What follows belongs to an exercise in optimizing a design on an open flow for small area, a short achievable clock period and few clock cycles per item; a production flow would make more cautious choices. The RTL was checked by simulation tests, not by an equivalence proof against the original design. No activity file was given, so power comes from the tool's default toggle rates.

$ cat flow/design.v
`default_nettype none
module admin_fifo #(
    parameter int WIDTH   = 8,
    parameter int DEPTH   = 8,
    parameter int DEC_LSB = 0,
    parameter int DEC_W   = 1
) (
    input  wire logic                  clk,
    input  wire logic                  rst_n,
    input  wire logic                  push,
    input  wire logic [WIDTH-1:0]      wr_data,
    input  wire logic                  pop,
    output logic      [WIDTH-1:0]      head,
    output logic                       head_valid,
    output logic      [2**DEC_W-1:0]   head_dec,
    output logic                       can_push
);
    localparam int R  = DEPTH - 1;
    localparam int CW = $clog2(R + 1);
    logic [WIDTH-1:0] mem [R];
    logic [R-1:0]     wr_oh;
    logic [R-1:0]     rd_oh;
    logic [CW-1:0]    rcnt;
    logic [CW-1:0]    rcnt_nx;
    logic             nfull;
    logic             rnempty;
    logic             h_load;
    logic             from_ram;
    logic             ram_wr;
    logic             hv_nx;
    logic [WIDTH-1:0] ram_out;
    logic [WIDTH-1:0] h_in;
    assign h_load   = !head_valid || pop;
    assign from_ram = h_load && rnempty;
    assign ram_wr   = push;
    assign hv_nx    = h_load ? rnempty : 1'b1;
    always_comb begin
        rcnt_nx = rcnt;
        if (ram_wr && !from_ram) rcnt_nx = rcnt + 1'b1;
        if (!ram_wr && from_ram) rcnt_nx = rcnt - 1'b1;
    end
    always_ff @(posedge clk) begin
        if (!rst_n) begin
            wr_oh      <= R'(1);
            rd_oh      <= R'(1);
            rcnt       <= '0;
            nfull      <= 1'b1;
            rnempty    <= 1'b0;
            head_valid <= 1'b0;
            head_dec   <= '0;
        end else begin
            if (ram_wr)   wr_oh <= {wr_oh[R-2:0], wr_oh[R-1]};
            if (from_ram) rd_oh <= {rd_oh[R-2:0], rd_oh[R-1]};
            rcnt       <= rcnt_nx;
            nfull      <= (rcnt_nx != CW'(R));
            rnempty    <= (rcnt_nx != '0);
            head_valid <= hv_nx;
            if (h_load) begin
                head_dec <= '0;
                if (rnempty) head_dec[h_in[DEC_LSB +: DEC_W]] <= 1'b1;
            end
        end
    end
    for (genvar e = 0; e < R; e++) begin : g_ent
        always_ff @(posedge clk) begin
            if (nfull && wr_oh[e]) mem[e] <= wr_data;
        end
    end
    always_comb begin
        ram_out = '0;
        for (int e = 0; e < R; e++) begin
            ram_out = ram_out | (mem[e] & {WIDTH{rd_oh[e]}});
        end
    end
    assign h_in = ram_out;
    always_ff @(posedge clk) begin
        if (h_load) head <= h_in;
    end
    assign can_push = nfull;
endmodule
module admin_chain #(
    parameter int WIDTH   = 8,
    parameter int DEPTH   = 8,
    parameter int INJ     = DEPTH / 2,
    parameter int DEC_LSB = 0,
    parameter int DEC_W   = 1
) (
    input  wire logic                  clk,
    input  wire logic                  rst_n,
    input  wire logic                  push,
    input  wire logic [WIDTH-1:0]      wr_data,
    input  wire logic                  pop,
    output logic      [WIDTH-1:0]      head,
    output logic                       head_valid,
    output logic      [2**DEC_W-1:0]   head_dec,
    output logic                       can_push
);
    logic [WIDTH-1:0] st [DEPTH];
    logic [DEPTH-1:0] vld;
    logic [DEPTH-1:0] vld_nx;
    logic [DEPTH-1:0] full_from;    
    logic [DEPTH-1:0] en;           
    logic             low_empty;    
    logic             inj;          
    always_comb begin
        full_from[DEPTH-1] = vld[DEPTH-1];
        for (int k = DEPTH-2; k >= 0; k--) full_from[k] = vld[k] && full_from[k+1];
        for (int k = 0; k < DEPTH; k++) en[k] = !full_from[k] || pop;
        low_empty = (vld[INJ-1:0] == '0);
        inj       = low_empty && en[INJ];
        vld_nx[0] = en[0] ? (push && !inj) : vld[0];
        for (int k = 1; k < DEPTH; k++) begin
            if (k == INJ && inj) vld_nx[k] = push;
            else if (en[k])      vld_nx[k] = vld[k-1];
            else                 vld_nx[k] = vld[k];
        end
    end
    always_ff @(posedge clk) begin
        if (!rst_n) begin
            vld      <= '0;
            can_push <= 1'b1;
            head_dec <= '0;
        end else begin
            vld      <= vld_nx;
            can_push <= !(&vld_nx);
            if (en[DEPTH-1]) begin
                head_dec <= '0;
                if (vld[DEPTH-2]) head_dec[st[DEPTH-2][DEC_LSB +: DEC_W]] <= 1'b1;
            end
        end
    end
    always_ff @(posedge clk) begin
        if (en[0]) st[0] <= wr_data;
    end
    for (genvar k = 1; k < DEPTH; k++) begin : g_st
        if (k == INJ) begin : g_inj
            always_ff @(posedge clk) begin
                if (en[k]) st[k] <= low_empty ? wr_data : st[k-1];
            end
        end else begin : g_mov
            always_ff @(posedge clk) begin
                if (en[k]) st[k] <= st[k-1];
            end
        end
    end
    assign head       = st[DEPTH-1];
    assign head_valid = vld[DEPTH-1];
endmodule
`default_nettype wire
`default_nettype none
module rq_ingress #(
    parameter int FE_CH = 4,
    parameter int MW    = 63
) (
    input  wire logic [FE_CH*MW-1:0] fe_rq,
    output logic      [FE_CH-1:0]    fe_rq_ready,
    input  wire logic                can_push,
    output logic                     push,
    output logic      [MW-2:0]       wr_data
);
    localparam int FE_IDX = $clog2(FE_CH);
    logic [FE_CH-1:0]  vld;
    logic [FE_CH-1:0]  grant;
    logic [FE_IDX-1:0] sel;
    logic [MW-2:0]     pay;
    always_comb begin
        for (int i = 0; i < FE_CH; i++) vld[i] = fe_rq[i*MW + MW-1];
        grant = vld & ~(vld - 1'b1);
    end
    always_comb begin
        pay = '0;
        sel = '0;
        for (int i = 0; i < FE_CH; i++) begin
            pay = pay | (fe_rq[i*MW +: MW-1] & {(MW-1){grant[i]}});
            sel = sel | (FE_IDX'(i) & {FE_IDX{grant[i]}});
        end
    end
    assign wr_data     = {pay[MW-2:FE_IDX], sel};
    assign push        = can_push && (vld != '0);
    assign fe_rq_ready = grant & {FE_CH{can_push}};
endmodule
`default_nettype wire
`default_nettype none
module rq_egress #(
    parameter int BE_CH = 2,
    parameter int MW    = 63
) (
    input  wire logic                head_valid,
    output logic                     pop,
    input  wire logic [MW-2:0]       head,
    output logic      [BE_CH*MW-1:0] be_rq,
    input  wire logic [BE_CH-1:0]    be_rq_ready
);
    logic [BE_CH-1:0] grant;
    assign grant = be_rq_ready & ~(be_rq_ready - 1'b1);
    assign pop   = head_valid && (be_rq_ready != '0);
    always_comb begin
        for (int b = 0; b < BE_CH; b++) begin
            be_rq[b*MW +: MW] = {head_valid && grant[b], head};
        end
    end
endmodule
`default_nettype wire
`default_nettype none
module cp_ingress #(
    parameter int BE_CH  = 2,
    parameter int MW     = 57,
    parameter int ID_W   = 12,
    parameter int BE_IDX = (BE_CH > 1) ? $clog2(BE_CH) : 1
) (
    input  wire logic [BE_CH*MW-1:0]     be_cp,
    output logic      [BE_CH-1:0]        be_cp_ready,
    input  wire logic                    can_push,
    output logic                         push,
    output logic [MW-1-ID_W+BE_IDX-1:0]  wr_data
);
    localparam int PW = MW - 1 - ID_W;    
    logic [BE_CH-1:0]  vld;
    logic [BE_CH-1:0]  grant;
    logic [BE_IDX-1:0] sel;
    logic [PW-1:0]     pay;
    always_comb begin
        for (int i = 0; i < BE_CH; i++) vld[i] = be_cp[i*MW + MW-1];
        grant = vld & ~(vld - 1'b1);
    end
    always_comb begin
        pay = be_cp[(BE_CH-1)*MW + ID_W +: PW];
        sel = BE_IDX'(BE_CH-1);
        for (int i = BE_CH-2; i >= 0; i--) begin
            if (vld[i]) begin
                pay = be_cp[i*MW + ID_W +: PW];
                sel = BE_IDX'(i);
            end
        end
    end
    assign wr_data     = {pay, sel};
    assign push        = can_push && (vld != '0);
    assign be_cp_ready = grant & {BE_CH{can_push}};
endmodule
`default_nettype wire
`default_nettype none
module cp_egress #(
    parameter int FE_CH  = 4,
    parameter int MW     = 57,
    parameter int ID_W   = 12,
    parameter int BE_IDX = 1
) (
    input  wire logic [FE_CH-1:0]            head_dec,
    output logic                             pop,
    input  wire logic [MW-1-ID_W+BE_IDX-1:0] head,
    output logic      [FE_CH*MW-1:0]         fe_cp,
    input  wire logic [FE_CH-1:0]            fe_cp_ready
);
    logic [FE_CH-1:0] hit;
    assign hit = head_dec & fe_cp_ready;
    assign pop = hit != '0;
    always_comb begin
        for (int h = 0; h < FE_CH; h++) begin
            fe_cp[h*MW +: MW] = {hit[h], head[MW-2+BE_IDX-ID_W:BE_IDX],
                                 ID_W'(head[BE_IDX-1:0])};
        end
    end
endmodule
`default_nettype wire
`default_nettype none
module nvme_admin (
    input  wire logic         clk,
    input  wire logic         rst_n,
    input  wire logic [251:0] fe_rq,
    output logic      [3:0]   fe_rq_ready,
    output logic      [227:0] fe_cp,
    input  wire logic [3:0]   fe_cp_ready,
    output logic      [125:0] be_rq,
    input  wire logic [1:0]   be_rq_ready,
    input  wire logic [113:0] be_cp,
    output logic      [1:0]   be_cp_ready
);
    localparam int FE_CH      = 4;
    localparam int BE_CH      = 2;
    localparam int RQ_W       = 63;
    localparam int CP_W       = 57;
    localparam int ID_W       = 12;
    localparam int FIFO_DEPTH = 8;
    localparam int BE_IDX     = 1;
    localparam int RQ_SW      = RQ_W - 1;
    localparam int CP_SW      = CP_W - 1 - ID_W + BE_IDX;
    logic             rq_push, rq_pop, rq_can_push, rq_head_valid;
    logic [RQ_SW-1:0] rq_wr_data, rq_head;
    logic [1:0]       rq_head_dec;
    logic             cp_push, cp_pop, cp_can_push, cp_head_valid;
    logic [CP_SW-1:0] cp_wr_data, cp_head;
    logic [FE_CH-1:0] cp_head_dec;
    rq_ingress #(
        .FE_CH (FE_CH),
        .MW    (RQ_W)
    ) rq_ingress_inst (
        .fe_rq       (fe_rq),
        .fe_rq_ready (fe_rq_ready),
        .can_push    (rq_can_push),
        .push        (rq_push),
        .wr_data     (rq_wr_data)
    );
    admin_chain #(
        .WIDTH (RQ_SW),
        .DEPTH (FIFO_DEPTH)
    ) rq_fifo_inst (
        .clk        (clk),
        .rst_n      (rst_n),
        .push       (rq_push),
        .wr_data    (rq_wr_data),
        .pop        (rq_pop),
        .head       (rq_head),
        .head_valid (rq_head_valid),
        .head_dec   (rq_head_dec),
        .can_push   (rq_can_push)
    );
    rq_egress #(
        .BE_CH (BE_CH),
        .MW    (RQ_W)
    ) rq_egress_inst (
        .head_valid  (rq_head_valid),
        .pop         (rq_pop),
        .head        (rq_head),
        .be_rq       (be_rq),
        .be_rq_ready (be_rq_ready)
    );
    cp_ingress #(
        .BE_CH  (BE_CH),
        .MW     (CP_W),
        .ID_W   (ID_W),
        .BE_IDX (BE_IDX)
    ) cp_ingress_inst (
        .be_cp       (be_cp),
        .be_cp_ready (be_cp_ready),
        .can_push    (cp_can_push),
        .push        (cp_push),
        .wr_data     (cp_wr_data)
    );
    admin_fifo #(
        .WIDTH   (CP_SW),
        .DEPTH   (FIFO_DEPTH),
        .DEC_LSB (BE_IDX),
        .DEC_W   (2)
    ) cp_fifo_inst (
        .clk        (clk),
        .rst_n      (rst_n),
        .push       (cp_push),
        .wr_data    (cp_wr_data),
        .pop        (cp_pop),
        .head       (cp_head),
        .head_valid (cp_head_valid),
        .head_dec   (cp_head_dec),
        .can_push   (cp_can_push)
    );
    cp_egress #(
        .FE_CH  (FE_CH),
        .MW     (CP_W),
        .ID_W   (ID_W),
        .BE_IDX (BE_IDX)
    ) cp_egress_inst (
        .head_dec    (cp_head_dec),
        .pop         (cp_pop),
        .head        (cp_head),
        .fe_cp       (fe_cp),
        .fe_cp_ready (fe_cp_ready)
    );
endmodule
`default_nettype wire
$ cat flow/flow/run.sh
#!/bin/bash
# Standard layout, with plain buf_1 cells as the port buffers and the
# request handshake pins placed together.
set -euo pipefail
export BUFFER_PORTS_ARGS="-buffer_cell sky130_fd_sc_hd__buf_1"
export IO_CONSTRAINTS="$PWD/flow/io.tcl"
bash standard.sh > standard_make.log 2>&1
$ cat flow/flow/io.tcl
# Keep the request valid bits next to the request ready outputs, which
# depend on them combinationally.
set_io_pin_constraint -pin_names {fe_rq[62] fe_rq[125] fe_rq[188] fe_rq[251] fe_rq_ready[0] fe_rq_ready[1] fe_rq_ready[2] fe_rq_ready[3]} -region left:120-150
$ cat flow/standard.sh
#!/bin/bash
# synth_recipe.tcl (not shown) runs the flow's synth.tcl, then flattens the netlist and writes it again
# the make line also repeats each setting of config.mk as NAME=value (left out here)
make -C /OpenROAD-flow-scripts/flow DESIGN_CONFIG=/design/flow/config.mk WORK_HOME=/design/flow/orfs CLKGATE_MAP_FILE= SYNTH_SCRIPT=/design/flow/synth_recipe.tcl "${@:-finish}"
$ cat flow/config.mk
export PLATFORM = sky130hd
export DESIGN_NAME = nvme_admin
export DESIGN_NICKNAME = nvme_admin
export VERILOG_FILES = /design/flow/design.v
export SDC_FILE = /design/flow/constraint.sdc
export NUM_CORES = 4
export LEC_CHECK = 0
export CAP_MARGIN = 20
export CORE_MARGIN = 2
export CORE_UTILIZATION = 40
export CTS_BUF_LIST = sky130_fd_sc_hd__clkbuf_8
export CTS_CLUSTER_DIAMETER = 55
export CTS_CLUSTER_SIZE = 18
export SETUP_SLACK_MARGIN = 2.5
export SLEW_MARGIN = 20
$ cat flow/constraint.sdc
create_clock -name core_clock -period 5.0 [get_ports {clk}]
set_input_delay 1.0000 -clock core_clock [delete_from_list [all_inputs] [get_ports {clk}]]
set_output_delay 1.0000 -clock core_clock [all_outputs]
set_load 0.01 [all_outputs]
==> impl_metrics.yaml, run 1 <==
timing:
  worst_pin_slew_ns: 1.14
  finalCritPeriodShare_pct: 52.1
  setup_tns_ns: 0
  finalClockSkew_ns: 0.0757
  relSlewSlack_pct: 23.8
  setup_ws_ns: 2.39
  slew_violations: 0
  period_minus_slack_ns: 2.61
  fmax_mhz: 384
  grt_setup_unrepaired: "yes"
  timing_hold_violations_final: 0
  final-setup-viol-count: 0
cells_and_area:
  multiInputGateArea_um2: 4880
  syn2layout_area_growth_pct: 12.2
  fillers: 7126
  fin_util_pct: 45.4
  seq_area_um2: 26400
  layout-drive-gt1-share_pct: 13.9
  finish.net_count: 2693
clocking:
  root_buffer: "clkbuf_8"
  path_clk_slew_ns: 0.10
  cts_buffer_depth: 3
  insertion_delay_ns: 0.73
  clock-sinks: 889
  cts_made_buffers: 76
  htree_levels: 3
  hold_buffers: 0
  tritoncts: "done"
status:
  outcome: "finished clean"
power:
  max-vdd-ir-drop_v: 0.000205
  pwr_density_cell_nw_per_um2: 448
  p_leak_nw: 12.8
logic_synthesis:
  synthCells: 1829
  syn_avg_cell_area_um2: 18.1
  syn_area_um2: 33200
  synth_seq_area_share_pct: 79.4
  yosysMostFrequentCell: "edfxtp_1"
  synth-edff-count: 856
  yosysTopAreaCellShare_pct: 77.4
  ys_types: 46
  synth_area_leader_cell: "edfxtp_1"
  async_flop_share_pct: 0
  synth_area_leaders: "edfxtp_1, buf_4, mux2_2"
  synth_common_cells: "edfxtp_1, buf_4, a22oi_1"
  ys_seq_elements: 889
  ys.flop_type: "edfxtp_1"
  yosysWarnings: 8
worst_setup_path:
  cp_max_fo: 6
  critPathRequiredTime_ns: 4.00
  endpoint_kind: "primary output"
  crit_type: "primary input to primary output"
  arrival_ns: 1.61
  start_kind: "primary input"
drt:
  drcViolationCount: 0
  drt_wl_total_um: 78100
  drtIter0Drc: 1535
  wl_per_cell_um: 22.7
  met2_length_um: 38800
  vias: 17965
  drt_pass1_iterations: 6
  wl_met3_um: 5840
  wl_met1_um: 31100
  drt-vias-per-instance: 5.21
  top_layer_used: "met5"
  drtAntennaViolNets: 0
global_route:
  grt_util_all_layers_pct: 17.5
  grt_pass1_vias: 17926
  antenna_found_initial: 11
  grt_max_degree: 93
  grt_pass1_wl_um: 111000
  grt_overflow: 0
die:
  fp.dieH_um: 292
  core_area_um2: 82100
  die_w_um: 292
  start_util_pct: 40.4
  dieArea_um2: 85300
  rows: 105
  io_pins: 734
run:
  maxCapViolCount: 0
place:
  place_hpwl_um: 48000
  post-place-ws_ns: 1.75
  gp_congestion: 0.932
  portBuffers: 657
min_path:
  hold_class: "flop to flop"
stage by stage:
stage	hold WS (ns)	cells	cell area, um2	power (mW)
floorplan	0.400	1872	33500	11.9
global placement	0.400	3296	35300	12.3
detailed placement	0.405	3296	35300	12.3
CTS	0.390	3439	37200	16.8
global route	0.398	3445	37200	17.4
finish	0.399	3446	37200	16.7
area by class of cell:
| cell class | instances | share of cell area, % |
|---|---|---|
| inverter | 17 | 0.218 |
| timing repair buffer | 694 | 7.76 |
| antenna | 5 | 0.0336 |
| clock buffer | 77 | 2.85 |
| multi-input combinational | 639 | 13.1 |
| sequential | 889 | 70.8 |
| tap | 1070 | 3.59 |
| clock inverter | 55 | 1.61 |
kinds of logic (layout without fill, tap and decap cells):
logic type | Yosys count | after routing | synth area share, %
adder cells (fa/ha/maj) | 5 | 5 | 0.166
buffers and inverters | 345 | 843 | 6.68
AND/OR/NAND/NOR | 186 | 187 | 2.60
XOR/XNOR | 3 | 3 | 0.0792
AO/OA/AOI/OAI | 286 | 286 | 7.20
other | 1 | 49 | 0.0113
multiplexers | 114 | 114 | 3.84
flip-flops | 889 | 889 | 79.4
flip-flops by register name, summed over array words and instances, names as in the netlist:
register	count
cp_fifo_inst.mem	315
cp_fifo_inst.wr_oh	7
rq_fifo_inst.can_push	1
cp_fifo_inst.head_valid	1
cp_fifo_inst.rnempty	1
cp_fifo_inst.head	45
rq_fifo_inst.st	496
cp_fifo_inst.rd_oh	7
cp_fifo_inst.rcnt	3
cp_fifo_inst.head_dec	4
rq_fifo_inst.vld	8
cp_fifo_inst.nfull	1
power breakdown:
group | internal [mW] | switching [mW] | leakage (nW) | total, mW
logic | 0.871 | 1.62 | 2.86 | 2.49
clock network | 1.81 | 2.63 | 0.842 | 4.45
registers | 9.24 | 0.511 | 9.11 | 9.75
worst max-delay path, cell delays in order:
cell and delay (ns):
clkbuf_16 0.14, nor3_4 0.18, and3_1 0.17, buf_2 0.13
placed cells by master (no fill, tap or decap), types with 33 or more instances in the layout:
cell type / netlist / layout
a221o_1: 60 / 60
a222oi_1: 46 / 46
a22oi_1: 150 / 150
buf_1: 17 / 638
buf_4: 241 / 33
clkbuf_8: 0 / 78
conb_1: 1 / 44
edfxtp_1: 856 / 856
mux2_2: 106 / 106
nand3_1: 47 / 46
nor2_1: 81 / 80
per-layer routing:
metal | GRT usage [%] | vias to the layer above
li1 | - | 7924
met1 | 22.3 | 9029
met3 | 3.27 | 132
met5 | 0 | -
met2 | 29.8 | 870
met4 | 6.61 | 10
final timing paths:
check / start / end / slack (ns) / cells past startpoint
max: fe_rq[62] / fe_rq_ready[3] / 2.39 / 4
min: rq_fifo_inst.st[1][56] / rq_fifo_inst.st[2][56] / 0.40 / 0
min reg2reg: rq_fifo_inst.st[1][56] / rq_fifo_inst.st[2][56] / 0.40 / 0
max reg2reg: rq_fifo_inst.vld[7] / rq_fifo_inst.st[0][53] / 2.61 / 5
repair_timing:
action | CTS | global route
gates cloned | 1 | 1
resized for setup | 23 | 16
pin swaps | 3 | 2
buffers inserted | 10 | 1
setup endpoints to repair | 22 | 54
Testbench counts, summed over its fixed seeds: cycles 2,060, items 3,072.
==> inputs of run 2 (changes only) <==
--- a/flow/config.mk
+++ b/flow/config.mk
@@ -9,7 +9,7 @@
 export CORE_MARGIN = 2
 export CORE_UTILIZATION = 40
 export CTS_BUF_LIST = sky130_fd_sc_hd__clkbuf_8
-export CTS_CLUSTER_DIAMETER = 55
-export CTS_CLUSTER_SIZE = 18
+export CTS_CLUSTER_DIAMETER = 50
+export CTS_CLUSTER_SIZE = 16
 export SETUP_SLACK_MARGIN = 2.5
 export SLEW_MARGIN = 20
==> run 2 against run 1 <==
Final area grew 0.45%. Synthesized area is the same. Count of clock-buffer cells in the layout grew 10. Combinational power is essentially flat. Sequential cell count is the same. Clock skew shrank 0.023 ns. First-iteration DRC count grew 4.8%. Via count grew 0.50%. Sequential power is essentially flat. Clock power grew 5.6%. Final cell count grew 0.58%. Critical path type unchanged. Largest cell class unchanged.
==> impl_metrics.yaml, run 2 <==
timing:
  relSlewSlack_pct: 19.4
  final-setup-viol-count: 0
  grt_setup_unrepaired: "yes"
  period_minus_slack_ns: 2.60
  timing_hold_violations_final: 0
  setup_tns_ns: 0
  finalCritPeriodShare_pct: 52.1
  worst_pin_slew_ns: 1.20
  slew_violations: 0
  finalClockSkew_ns: 0.0523
  fmax_mhz: 384
drt:
  vias: 18054
  drcViolationCount: 0
  drtIter0Drc: 1608
  drtAntennaViolNets: 0
  drt_pass1_iterations: 6
  drt_wl_total_um: 78300
  wl_per_cell_um: 22.6
  drt-vias-per-instance: 5.21
clocking:
  insertion_delay_ns: 0.72
  cts_buffer_depth: 3
  clock-sinks: 889
  htree_levels: 3
  root_buffer: "clkbuf_8"
  path_clk_slew_ns: 0.09
  cts_made_buffers: 87
  tritoncts: "done"
  hold_buffers: 0
cells_and_area:
  finish.net_count: 2703
  stdcell_count: 3466
  layout-drive-gt1-share_pct: 14.2
  layout_common_cells: "edfxtp_1, buf_1, a22oi_1, mux2_2, clkbuf_8"
  syn2layout_area_growth_pct: 12.7
  regMostFlops: "rq_fifo_inst.st"
  final_common_cell: "edfxtp_1"
  reg_top3: "rq_fifo_inst.st: 496 flops, cp_fifo_inst.mem: 315 flops, cp_fifo_inst.head: 45 flops"
  largest_reg_flops: 496
die:
  rows: 105
  dieArea_um2: 85300
  core_area_um2: 82100
  io_pins: 734
  die_w_um: 292
  start_util_pct: 40.4
  fp.dieH_um: 292
logic_synthesis:
  synth_common_cells: "edfxtp_1, buf_4, a22oi_1"
  synth_seq_area_share_pct: 79.4
  synth_area_leader_cell: "edfxtp_1"
  synth_simple_gate_area_share_pct: 2.60
  synth_mux_area_share_pct: 3.84
  yosysTopAreaCellShare_pct: 77.4
  synth_compound_area_share_pct: 7.20
  ys_seq_elements: 889
  ys.flop_type: "edfxtp_1"
  synthCells: 1829
  async_flop_share_pct: 0
  synth_area_leaders: "edfxtp_1, buf_4, mux2_2"
  synthAdderAreaFrac_pct: 0.166
  synth_top_family_by_area: "compound AO/OA/AOI/OAI gates"
  yosysWarnings: 8
  ys_types: 46
  yosysMostFrequentCell: "edfxtp_1"
  synth-edff-count: 856
  syn_area_um2: 33200
  syn_avg_cell_area_um2: 18.1
  synth_xor_xnor_area_share_pct: 0.0792
worst_setup_path:
  endpoint_kind: "primary output"
  worstRegToRegCells: 5
  crit_type: "primary input to primary output"
  setup.worst_path.end: "fe_rq_ready[3]"
  start_kind: "primary input"
  reg2reg_slack_ns: 2.62
  r2r-start: "rq_fifo_inst.vld[7]"
  r2r-end: "rq_fifo_inst.st[0][43]"
  arrival_ns: 1.60
  cp_max_fo: 6
  critPathRequiredTime_ns: 4.00
  startpoint: "fe_rq[62]"
power:
  max-vdd-ir-drop_v: 0.000192
  pwr_density_cell_nw_per_um2: 453
  p_leak_nw: 12.9
place:
  place_hpwl_um: 48000
  gp_congestion: 0.932
  portBuffers: 657
  dp.cells: 3296
min_path:
  hold_start: "rq_fifo_inst.st[1][56]"
  hold_class: "flop to flop"
global_route:
  grt_overflow: 0
  antenna_found_initial: 11
  grt_max_degree: 93
  grt_pass1_vias: 18025
  grt_util_all_layers_pct: 17.5
  grt_pass1_wl_um: 112000
status:
  outcome: "finished clean"
run:
  maxCapViolCount: 0
==> run 2: cell counts after synthesis <==
No cell type changed its count.
==> run 2: kinds of logic (layout without fill, tap and decap cells) <==
logic type | count (synthesis) | count (layout)
buffers and inverters | 345 | 863
AND/OR/NAND/NOR | 186 | 187
flip-flops | 889 | 889
AO/OA/AOI/OAI | 286 | 286
adder cells (fa/ha/maj) | 5 | 5
other | 1 | 49
multiplexers | 114 | 114
XOR/XNOR | 3 | 3
==> run 2: power breakdown <==
part | internal [mW] | total, mW | switching (mW)
sequential | 9.24 | 9.75 | 0.510
combinational | 0.868 | 2.48 | 1.62
clock | 2.04 | 4.70 | 2.67
==> run 2: worst min-delay path by stage <==
stage / to / cells past startpoint
3_3_place_gp: rq_fifo_inst.st[3][0] / 0
6_report: rq_fifo_inst.st[2][56] / 0
5_1_grt: rq_fifo_inst.st[1][34] / 0
4_1_cts: rq_fifo_inst.st[7][56] / 0
2_1_floorplan: rq_fifo_inst.st[1][0] / 0
3_5_place_dp: rq_fifo_inst.st[1][24] / 0
==> run 2: area by class of cell <==
type	instances	area, um2
fill	7172	44700
sequential	889	26400
multi-input combinational	639	4880
timing repair buffer	693	2870
tap	1070	1340
clock buffer	87	1200
clock inverter	66	651
inverter	17	81.3
antenna	5	12.5
==> run 2: what timing repair did <==
action                                  4_1_cts  5_1_grt
endpoints found under the setup margin       20       51
resized for setup                            26        5
pin swaps                                     3        2
buffers inserted                              9        1
cloned                                        1        1
==> run 2: per-stage QoR <==
step | setup slack, ns | area (um2) | hold slack, ns | total power, mW | util, %
floorplan | 1.91 | 33500 | 0.400 | 11.9 | -
finish | 2.40 | 37400 | 0.396 | 16.9 | 45.6
detailed placement | 1.75 | 35300 | 0.405 | 12.3 | 43.0
CTS | 2.41 | 37400 | 0.398 | 17.1 | 45.5
global placement | 1.78 | 35300 | 0.400 | 12.3 | 43.0
global route | 2.36 | 37400 | 0.408 | 17.7 | 45.6
==> run 2: critical path, stage by stage <==
cell and delay (ns):
clkbuf_16 0.14, nor3_4 0.18, and3_1 0.17, buf_2 0.12
==> run 2: metal layers <==
layer | track usage (%) | vias up | share of wire (%)
met2 | 29.6 | 863 | 49
met4 | 6.98 | 12 | 3.2
li1 | - | 7953 | -
met5 | 0 | - | 0.095
met3 | 3.34 | 136 | 7.2
met1 | 22.4 | 9090 | 40
==> inputs of run 3 (changes only) <==
--- a/flow/config.mk
+++ b/flow/config.mk
@@ -7,9 +7,9 @@
 export LEC_CHECK = 0
 export CAP_MARGIN = 20
 export CORE_MARGIN = 2
-export CORE_UTILIZATION = 40
+export CORE_UTILIZATION = 33
 export CTS_BUF_LIST = sky130_fd_sc_hd__clkbuf_8
-export CTS_CLUSTER_DIAMETER = 50
-export CTS_CLUSTER_SIZE = 16
-export SETUP_SLACK_MARGIN = 2.5
+export CTS_CLUSTER_DIAMETER = 55
+export CTS_CLUSTER_SIZE = 18
+export SETUP_SLACK_MARGIN = 2.4
 export SLEW_MARGIN = 20
==> run 3 against run 2 <==
Non-clock buffer count rose by 4. Combinational power down 2%. Setup slack got worse by 0.037 ns. Global-route usage is 2.5 points lower. Power fell by 1.6%. Die area up 21%. Routed wire length is 4.3% higher. Synthesized cell count unchanged. Critical endpoint unchanged.
==> impl_metrics.yaml, run 3 <==
status:
  outcome: "finished clean"
timing:
  relSlewSlack_pct: 28.0
  setup_ws_ns: 2.36
  grt_setup_unrepaired: "yes"
  slew_violations: 0
  worst_pin_slew_ns: 1.08
  final-setup-viol-count: 0
  timing_hold_violations_final: 0
  period_minus_slack_ns: 2.64
  setup_tns_ns: 0
  finalClockSkew_ns: 0.0497
  holdWs_ns: 0.393
  fmax_mhz: 379
  finalCritPeriodShare_pct: 52.8
power:
  max-vdd-ir-drop_v: 0.000200
  p_switching_mw: 4.67
  power.share.switching_pct: 28.0
  power.total_mw: 16.7
  p_leak_nw: 12.8
  clockPowerShare_pct: 27.2
  seq_power_share_pct: 58.3
  comb_power_share_pct: 14.6
  intPower_mw: 12.0
  pwr_density_cell_nw_per_um2: 444
worst_setup_path:
  cp_max_fo: 15
  crit_buf_inv: 2
  max_stage_delay_ns: 0.18
  crit_type: "primary input to primary output"
  arrival_ns: 1.64
  start_kind: "primary input"
  slowest_stage: "and3_1"
  cp_cell_sequence: "clkbuf_16 > nor3_4 > and3_1 > clkbuf_2"
  endpoint_kind: "primary output"
  crit_family: "simple AND/OR/NAND/NOR gates"
  critPathRequiredTime_ns: 4.00
logic_synthesis:
  synth_area_leaders: "edfxtp_1, buf_4, mux2_2"
  synthCells: 1829
  synth_top_family_by_area: "compound AO/OA/AOI/OAI gates"
  synth_area_leader_cell: "edfxtp_1"
  synth_simple_gate_area_share_pct: 2.60
  yosysMostFrequentCell: "edfxtp_1"
  synth_xor_xnor_area_share_pct: 0.0792
  synth-edff-count: 856
  ys_seq_elements: 889
  synth_compound_area_share_pct: 7.20
  yosysTopAreaCellShare_pct: 77.4
  syn_area_um2: 33200
  synthAdderAreaFrac_pct: 0.166
  syn_avg_cell_area_um2: 18.1
  yosysWarnings: 8
  synth_common_cells: "edfxtp_1, buf_4, a22oi_1"
  ys_types: 46
  synth_mux_area_share_pct: 3.84
  ys.flop_type: "edfxtp_1"
  async_flop_share_pct: 0
  synth_seq_area_share_pct: 79.4
place:
  gp_congestion: 0.988
  post-place-ws_ns: 1.47
  placed_area_um2: 35600
  dp.cells: 3531
  portBuffers: 657
  place_hpwl_um: 51400
drt:
  drt-vias-per-instance: 4.91
  drtIter0Drc: 1530
  vias: 18071
  drcViolationCount: 0
  drt_pass1_iterations: 7
  drt_wl_total_um: 81600
  drtAntennaViolNets: 0
  wl_per_cell_um: 22.2
min_path:
  hold_class: "flop to flop"
clocking:
  cts_buffer_depth: 3
  tritoncts: "done"
  clock-sinks: 889
  root_buffer: "clkbuf_8"
  cts_made_buffers: 76
  htree_levels: 3
  path_clk_slew_ns: 0.11
  insertion_delay_ns: 0.70
die:
  die_w_um: 321
  start_util_pct: 33.2
  dieArea_um2: 103000
  io_pins: 734
  core_area_um2: 99900
  rows: 116
  fp.dieH_um: 321
cells_and_area:
  fin_area_um2: 37500
  seq_area_um2: 26400
  syn2layout_area_growth_pct: 13.1
  largest_reg_flops: 496
  stdcell_count: 3677
  layout-drive-gt1-share_pct: 13.4
  fin_util_pct: 37.6
  multiInputGateArea_um2: 4880
  finish.net_count: 2695
  layout_common_cells: "edfxtp_1, buf_1, a22oi_1, mux2_2, nor2_1"
  final_common_cell: "edfxtp_1"
  reg_top3: "rq_fifo_inst.st: 496 flops, cp_fifo_inst.mem: 315 flops, cp_fifo_inst.head: 45 flops"
  regMostFlops: "rq_fifo_inst.st"
  fillers: 9171
global_route:
  grt_pass1_wl_um: 114000
  grt_pass1_vias: 17873
  grt_max_degree: 76
  grt_overflow: 0
  antenna_found_initial: 8
  grt_util_all_layers_pct: 15.0
run:
  maxCapViolCount: 0
-- run 3: kinds of logic after synthesis --
logic type	count (synthesis)
buf+inv	345
xor+xnor	3
fa+ha+maj	5
simple gates	186
compound gates	286
mux	114
other cells	1
flops	889
-- run 3: metal layers --
metal  GRT usage (%)  vias up  wire, um
met2            26.1      933     40600
met1            18.2     9060     32000
met5               0        -        28
met3            2.63      154      5790
li1                -     7920         -
met4            7.02        4      3180
-- run 3: area by class of cell --
type | instances | share of cell area (%)
diodes | 5 | 0.0333
clock inverters | 56 | 1.70
clock buffers | 77 | 2.82
multi-input cells | 638 | 13.0
repair buffers | 697 | 7.62
well taps | 1298 | 4.33
inverters | 17 | 0.237
flip-flops and latches | 889 | 70.3
-- run 3: timing repair --
action / 4_1_cts / 5_1_grt
buffers inserted: 2 / 4
pin swaps: 0 / 1
setup endpoints to repair: 111 / 119
cloned: 1 / 1
gates resized for setup: 23 / 2
hold buffers: 0 / 0
-- run 3: path summary, 6_finish.rpt --
path / from / to / slack [ns] / cells past startpoint
worst min-delay path: rq_fifo_inst.st[1][16] / rq_fifo_inst.st[2][16] / 0.39 / 0
worst min register to register: rq_fifo_inst.st[1][16] / rq_fifo_inst.st[2][16] / 0.39 / 0
worst max-delay path: fe_rq[125] / fe_rq_ready[3] / 2.36 / 4
worst max register to register: rq_fifo_inst.vld[3] / rq_fifo_inst.st[4][46] / 2.57 / 4
-- run 3: power groups by stage --
stage	sequential, mW	combinational [mW]	clock (mW)
after floorplan	9.83	2.04	0
after global placement	9.85	2.41	0
after detailed placement	9.89	2.41	0
after CTS	9.72	2.47	4.71
after global routing	9.80	2.65	4.97
final	9.71	2.43	4.53
==> inputs of run 4 (changes only) <==
--- a/flow/config.mk
+++ b/flow/config.mk
@@ -7,7 +7,7 @@
 export LEC_CHECK = 0
 export CAP_MARGIN = 20
 export CORE_MARGIN = 2
-export CORE_UTILIZATION = 33
+export CORE_UTILIZATION = 50
 export CTS_BUF_LIST = sky130_fd_sc_hd__clkbuf_8
 export CTS_CLUSTER_DIAMETER = 55
 export CTS_CLUSTER_SIZE = 18
==> run 4 against run 3 <==
Still clean. Utilization up 18 points. Combinational power down 4%. Synthesized area unchanged. Synthesized cell count unchanged. Largest power group unchanged.
==> impl_metrics.yaml, run 4 <==
drt:
  drt_wl_total_um: 74700
  top_layer_used: "met4"
  met2_length_um: 38100
  wl_met1_um: 29700
  vias: 17595
  drtAntennaViolNets: 0
  drcViolationCount: 0
  drt-vias-per-instance: 5.50
  wl_met3_um: 4750
  drt_pass1_iterations: 6
  wl_per_cell_um: 23.3
  drtIter0Drc: 1284
place:
  placed_area_um2: 35100
  gp_congestion: 0.850
  place_hpwl_um: 46500
  post-place-ws_ns: 1.69
  dp.cells: 3093
  portBuffers: 657
timing:
  relSlewSlack_pct: 31.0
  period_minus_slack_ns: 2.61
  slew_violations: 0
  setup_ws_ns: 2.39
  worst_pin_slew_ns: 1.04
  setup_tns_ns: 0
  finalClockSkew_ns: 0.0348
  final-setup-viol-count: 0
  timing_hold_violations_final: 0
  finalCritPeriodShare_pct: 52.3
  grt_setup_unrepaired: "yes"
  fmax_mhz: 383
global_route:
  grt_util_all_layers_pct: 21.0
  grt_pass1_vias: 16943
  grt_pass1_wl_um: 105000
  grt_overflow: 0
  antenna_found_initial: 7
  grt_max_degree: 78
min_path:
  hold_start: "rq_fifo_inst.st[2][60]"
  hold_class: "flop to flop"
  holdPathEnd: "rq_fifo_inst.st[3][60]"
  min_delay_path_depth: 0
power:
  p_leak_nw: 12.5
  pwr_density_cell_nw_per_um2: 432
  max-vdd-ir-drop_v: 0.000238
cells_and_area:
  fin_area_um2: 36300
  final_common_cell: "edfxtp_1"
  regMostFlops: "rq_fifo_inst.st"
  largest_reg_flops: 496
  syn2layout_area_growth_pct: 9.33
  layout-drive-gt1-share_pct: 11.2
  layout_common_cells: "edfxtp_1, buf_1, a22oi_1, mux2_2, nor2_1"
  finish.net_count: 2669
  reg_top3: "rq_fifo_inst.st: 496 flops, cp_fifo_inst.mem: 315 flops, cp_fifo_inst.head: 45 flops"
  stdcell_count: 3201
clocking:
  insertion_delay_ns: 0.72
  path_clk_slew_ns: 0.12
  cts_buffer_depth: 3
  tritoncts: "done"
  htree_levels: 2
  clock-sinks: 889
  hold_buffers: 0
  root_buffer: "clkbuf_8"
  cts_made_buffers: 60
logic_synthesis:
  ys_types: 46
  async_flop_share_pct: 0
  yosysTopAreaCellShare_pct: 77.4
  syn_area_um2: 33200
  synth_common_cells: "edfxtp_1, buf_4, a22oi_1"
  yosysWarnings: 8
  synth_seq_area_share_pct: 79.4
  synth_area_leader_cell: "edfxtp_1"
  yosysMostFrequentCell: "edfxtp_1"
  synth-edff-count: 856
  synthCells: 1829
  synth_area_leaders: "edfxtp_1, buf_4, mux2_2"
  syn_avg_cell_area_um2: 18.1
  ys.flop_type: "edfxtp_1"
  ys_seq_elements: 889
worst_setup_path:
  endpoint_kind: "primary output"
  cp_max_fo: 4
  worstRegToRegCells: 5
  critPathRequiredTime_ns: 4.00
  start_kind: "primary input"
  cp_cell_sequence: "buf_1 > nor3_4 > and3_1 > buf_2"
  startpoint: "fe_rq[188]"
  crit_buf_inv: 2
  r2r-start: "rq_fifo_inst.vld[7]"
  arrival_ns: 1.61
  r2r-end: "rq_fifo_inst.st[1][53]"
  crit_family: "simple AND/OR/NAND/NOR gates"
  max_stage_delay_ns: 0.19
  slowest_stage: "nor3_4"
  crit_type: "primary input to primary output"
  reg2reg_slack_ns: 2.61
die:
  start_util_pct: 50.5
  rows: 94
  die_w_um: 262
  core_area_um2: 65700
  fp.dieH_um: 262
  io_pins: 734
  dieArea_um2: 68500
status:
  outcome: "finished clean"
run:
  maxCapViolCount: 0
## run 4: power by group
part / switching [mW] / leakage, nW / internal, mW
clock network: 2.26 / 0.644 / 1.29
registers: 0.550 / 9.11 / 9.24
logic: 1.53 / 2.75 / 0.801
total: 4.34 / 12.5 / 11.3
## run 4: routing by layer
layer / track usage [%] / up-vias
met5: 0 / -
met4: 7.31 / 0
met3: 3.21 / 117
met2: 36.1 / 787
met1: 27.3 / 8841
li1: - / 7850
## run 4: area by class of cell
cell class	instances	area (um2)
inverter	17	77.6
clock buffer	62	853
multi-input combinational	638	4880
timing repair buffer	687	2730
tap	864	1080
fill	5223	29500
sequential	889	26400
clock inverter	38	279
antenna	6	15.0
## run 4: worst max path at each step
stage,end,slack (ns),cells past startpoint
6_report,fe_rq_ready[3],2.39,4
5_1_grt,fe_rq_ready[3],2.36,4
4_1_cts,fe_rq_ready[3],2.35,4
3_5_place_dp,rq_fifo_inst.st[4][47],1.69,6
3_3_place_gp,rq_fifo_inst.st[4][47],1.73,6
2_1_floorplan,rq_fifo_inst.st[1][0],1.91,4
## run 4: repair_timing
| item | 4_1_cts | 5_1_grt |
|---|---|---|
| endpoints found under the hold margin | 0 | 0 |
| gates cloned | 1 | 0 |
| resized for setup | 11 | 4 |
| pin swaps | 0 | 3 |
| endpoints found under the setup margin | 6 | 48 |
| setup buffers | 0 | 1 |
## run 4: kinds of logic (layout without fill, tap and decap cells)
family	after synthesis	after routing	share of synthesized area, %
compound gates	286	286	7.20
xor+xnor	3	3	0.0792
fa+ha+maj	5	5	0.166
buf+inv	345	804	6.68
flops	889	889	79.4
mux	114	114	3.84
other cells	1	50	0.0113
simple gates	186	186	2.60
## run 4: worst reg2reg max path, cell delays in order (launching register included)
cell and delay (ns):
dfxtp_1 0.39, nor3b_4 0.50, and3_4 0.32, and3_4 0.26
clkinvlp_4 0.09, buf_4 0.39
## run 4: through the flow
stage	power [mW]	utilization (%)	hold WS [ns]
5_1_grt	16.4	55.2	0.409
3_3_place_gp	12.3	53.3	0.400
6_report	15.7	55.2	0.408
3_5_place_dp	12.3	53.3	0.405
4_1_cts	15.9	55.1	0.407
2_1_floorplan	11.9	-	0.400
==> inputs of run 5 (changes only) <==
--- a/flow/config.mk
+++ b/flow/config.mk
@@ -7,7 +7,7 @@
 export LEC_CHECK = 0
 export CAP_MARGIN = 20
 export CORE_MARGIN = 2
-export CORE_UTILIZATION = 50
+export CORE_UTILIZATION = 40
 export CTS_BUF_LIST = sky130_fd_sc_hd__clkbuf_8
 export CTS_CLUSTER_DIAMETER = 55
 export CTS_CLUSTER_SIZE = 18
==> run 5 against run 4 <==
Non-clock buffer count fell by 1. Register-to-register slack barely moved. Final cell count rose by 7.3%. Largest cell class unchanged. Highest routed layer is now met5. Count of clock-buffer cells in the layout rose by 14. Routed wire length rose by 4.1%. Via count rose by 0.48%.
==> impl_metrics.yaml, run 5 <==
drt:
  drtIter0Drc: 1450
  vias: 17680
  drt_pass1_iterations: 6
  drt_wl_total_um: 77700
  drtAntennaViolNets: 0
  drt-vias-per-instance: 5.15
  wl_per_cell_um: 22.6
  drcViolationCount: 0
timing:
  worst_pin_slew_ns: 1.03
  finalClockSkew_ns: 0.0545
  holdWs_ns: 0.373
  setup_tns_ns: 0
  fmax_mhz: 385
  period_minus_slack_ns: 2.60
  slew_violations: 0
  finalCritPeriodShare_pct: 52.0
  relSlewSlack_pct: 31.1
  final-setup-viol-count: 0
  timing_hold_violations_final: 0
  grt_setup_unrepaired: "yes"
logic_synthesis:
  yosysMostFrequentCell: "edfxtp_1"
  syn_avg_cell_area_um2: 18.1
  synth_common_cells: "edfxtp_1, buf_4, a22oi_1"
  synthAdderAreaFrac_pct: 0.166
  synth_simple_gate_area_share_pct: 2.60
  synth_top_family_by_area: "compound AO/OA/AOI/OAI gates"
  async_flop_share_pct: 0
  yosysTopAreaCellShare_pct: 77.4
  synthCells: 1829
  synth_xor_xnor_area_share_pct: 0.0792
  synth-edff-count: 856
  synth_area_leaders: "edfxtp_1, buf_4, mux2_2"
  synth_mux_area_share_pct: 3.84
  ys_types: 46
  synth_area_leader_cell: "edfxtp_1"
  synth_seq_area_share_pct: 79.4
  syn_area_um2: 33200
  ys.flop_type: "edfxtp_1"
  synth_compound_area_share_pct: 7.20
  yosysWarnings: 8
  ys_seq_elements: 889
clocking:
  cts_buffer_depth: 3
  insertion_delay_ns: 0.69
  htree_levels: 3
  clock-sinks: 889
  root_buffer: "clkbuf_8"
  path_clk_slew_ns: 0.11
  cts_made_buffers: 75
  tritoncts: "done"
cells_and_area:
  reg_top3: "rq_fifo_inst.st: 496 flops, cp_fifo_inst.mem: 315 flops, cp_fifo_inst.head: 45 flops"
  fillers: 7104
  syn2layout_area_growth_pct: 11.4
  largest_reg_flops: 496
  layout_common_cells: "edfxtp_1, buf_1, a22oi_1, mux2_2, nor2_1"
  finish.net_count: 2684
  final_common_cell: "edfxtp_1"
  regMostFlops: "rq_fifo_inst.st"
  layout-drive-gt1-share_pct: 12.9
min_path:
  hold_start: "rq_fifo_inst.st[1][18]"
  min_delay_path_depth: 0
  holdPathEnd: "rq_fifo_inst.st[2][18]"
  hold_class: "flop to flop"
worst_setup_path:
  reg2reg_slack_ns: 2.62
  worstRegToRegCells: 5
  cp_max_fo: 7
  endpoint_kind: "primary output"
  critPathRequiredTime_ns: 4.00
  crit_type: "primary input to primary output"
  r2r-end: "rq_fifo_inst.st[0][50]"
  start_kind: "primary input"
  r2r-start: "rq_fifo_inst.vld[7]"
  arrival_ns: 1.60
die:
  dieArea_um2: 85300
  rows: 105
  io_pins: 734
  core_area_um2: 82100
  fp.dieH_um: 292
  die_w_um: 292
  start_util_pct: 40.4
power:
  p_switching_mw: 4.66
  clockPowerShare_pct: 25.9
  max-vdd-ir-drop_v: 0.000184
  p_leak_nw: 12.7
  intPower_mw: 11.7
  pwr_density_cell_nw_per_um2: 443
  power.share.switching_pct: 28.4
  comb_power_share_pct: 14.4
  seq_power_share_pct: 59.7
run:
  maxCapViolCount: 0
global_route:
  antenna_found_initial: 10
  grt_pass1_vias: 17434
  grt_overflow: 0
  grt_max_degree: 92
  grt_pass1_wl_um: 111000
  grt_util_all_layers_pct: 17.5
place:
  portBuffers: 657
  gp_congestion: 0.971
  place_hpwl_um: 48300
status:
  outcome: "finished clean"
[run 5: critical path: stages]
cell and delay, ns:
clkbuf_16 0.13, nor3_4 0.17, and3_1 0.17, buf_2 0.12
[run 5: worst max path at each step]
| stage | startpoint | end | slack (ns) |
|---|---|---|---|
| after global routing | fe_rq[62] | fe_rq_ready[3] | 2.35 |
| final | fe_rq[62] | fe_rq_ready[3] | 2.40 |
| after detailed placement | fe_rq[125] | rq_fifo_inst.st[4][57] | 1.42 |
| after global placement | fe_rq[125] | rq_fifo_inst.st[4][60] | 1.50 |
| after CTS | fe_rq[62] | fe_rq_ready[3] | 2.39 |
| after floorplan | be_rq_ready[0] | rq_fifo_inst.st[1][0] | 1.91 |
[run 5: layer usage]
metal | routed length, um | global-route usage (%)
met1 | 31400 | 22.5
met2 | 39000 | 29.7
met3 | 5380 | 3.43
met4 | 1950 | 5.62
met5 | 60 | 0
[run 5: power groups by stage]
stage / Clock, mW / Combinational, mW / Sequential (mW)
floorplan: 0 / 2.04 / 9.83
global placement: 0 / 2.37 / 9.90
detailed placement: 0 / 2.37 / 9.95
CTS: 4.38 / 2.38 / 9.79
global route: 4.64 / 2.55 / 9.86
finish: 4.24 / 2.36 / 9.77
[run 5: timing repair]
| action | CTS | global route |
|---|---|---|
| gates resized for setup | 17 | 3 |
| buffers inserted | 2 | 1 |
| hold buffers | 0 | 0 |
| pin swaps | 2 | 3 |
| cloned | 2 | 0 |
| setup endpoints to repair | 48 | 13 |
[run 5: area by class of cell]
type	count	area [um2]	area share, %
flip-flops and latches	889	26400	71.3
multi-input cells	639	4880	13.2
repair buffers	686	2750	7.44
well taps	1070	1340	3.62
clock buffers	76	1050	2.83
clock inverters	53	495	1.34
inverters	17	78.8	0.213
diodes	5	12.5	0.0338
[run 5: kinds of logic (layout without fill, tap and decap cells)]
family | after synthesis | count (layout)
AO/OA/AOI/OAI | 286 | 286
XOR/XNOR | 3 | 3
adder cells (fa/ha/maj) | 5 | 5
buffers and inverters | 345 | 832
flip-flops | 889 | 889
multiplexers | 114 | 114
other | 1 | 49
AND/OR/NAND/NOR | 186 | 187
[run 5: through the flow]
step / cell area, um2 / worst slack, ns / cells / total power, mW / utilization [%]
after CTS: 36900 / 2.39 / 3429 / 16.6 / 45.0
after detailed placement: 35300 / 1.42 / 3296 / 12.3 / 43.0
after global routing: 37000 / 2.35 / 3434 / 17.1 / 45.0
after global placement: 35300 / 1.50 / 3296 / 12.3 / 43.0
after floorplan: 33500 / 1.91 / 1872 / 11.9 / -
final: 37000 / 2.40 / 3435 / 16.4 / 45.0

## port drivers added, routing unchanged
The results above use ideal ports. As a check the final layouts listed here were re-extracted and re-timed, cells and wires unchanged. Step 1, drivers: a clkbuf_16 drives clk and a buf_2 each remaining input, both assumed. Step 2 adds t to the input delays and takes it off the output delays; t is the mean of the earliest and latest rising clock arrival at the registers after step 1. Input paths then give back, and output paths get back, about the clock's delay inside the block. a / b / c = no drivers / after step 1 / after step 2; a / b = the first two.
run | shift t [ns] | slack for setup (ns) | clock arrival spread, ns | worst register clock-pin slew, ns | worst data-port slew with drivers (ns)
run 1 | 0.748 | 2.393 / 2.318 / 1.774 | 0.079 / 0.079 | 0.11 / 0.11 | 0.13
run 2 | 0.746 | 2.395 / 2.316 / 1.768 | 0.062 / 0.061 | 0.10 / 0.10 | 0.13
run 3 | 0.745 | 2.358 / 2.252 / 1.793 | 0.069 / 0.070 | 0.11 / 0.11 | 0.16
run 4 | 0.765 | 2.387 / 2.333 / 1.863 | 0.044 / 0.044 | 0.12 / 0.12 | 0.13
run 5 | 0.722 | 2.401 / 2.305 / 1.800 | 0.061 / 0.060 | 0.11 / 0.11 | 0.15
After both steps setup and hold are still met in every run listed. For run 2, which loses most, drivers alone change the setup slack by -0.079 ns; drivers and shift together by -0.627 ns.
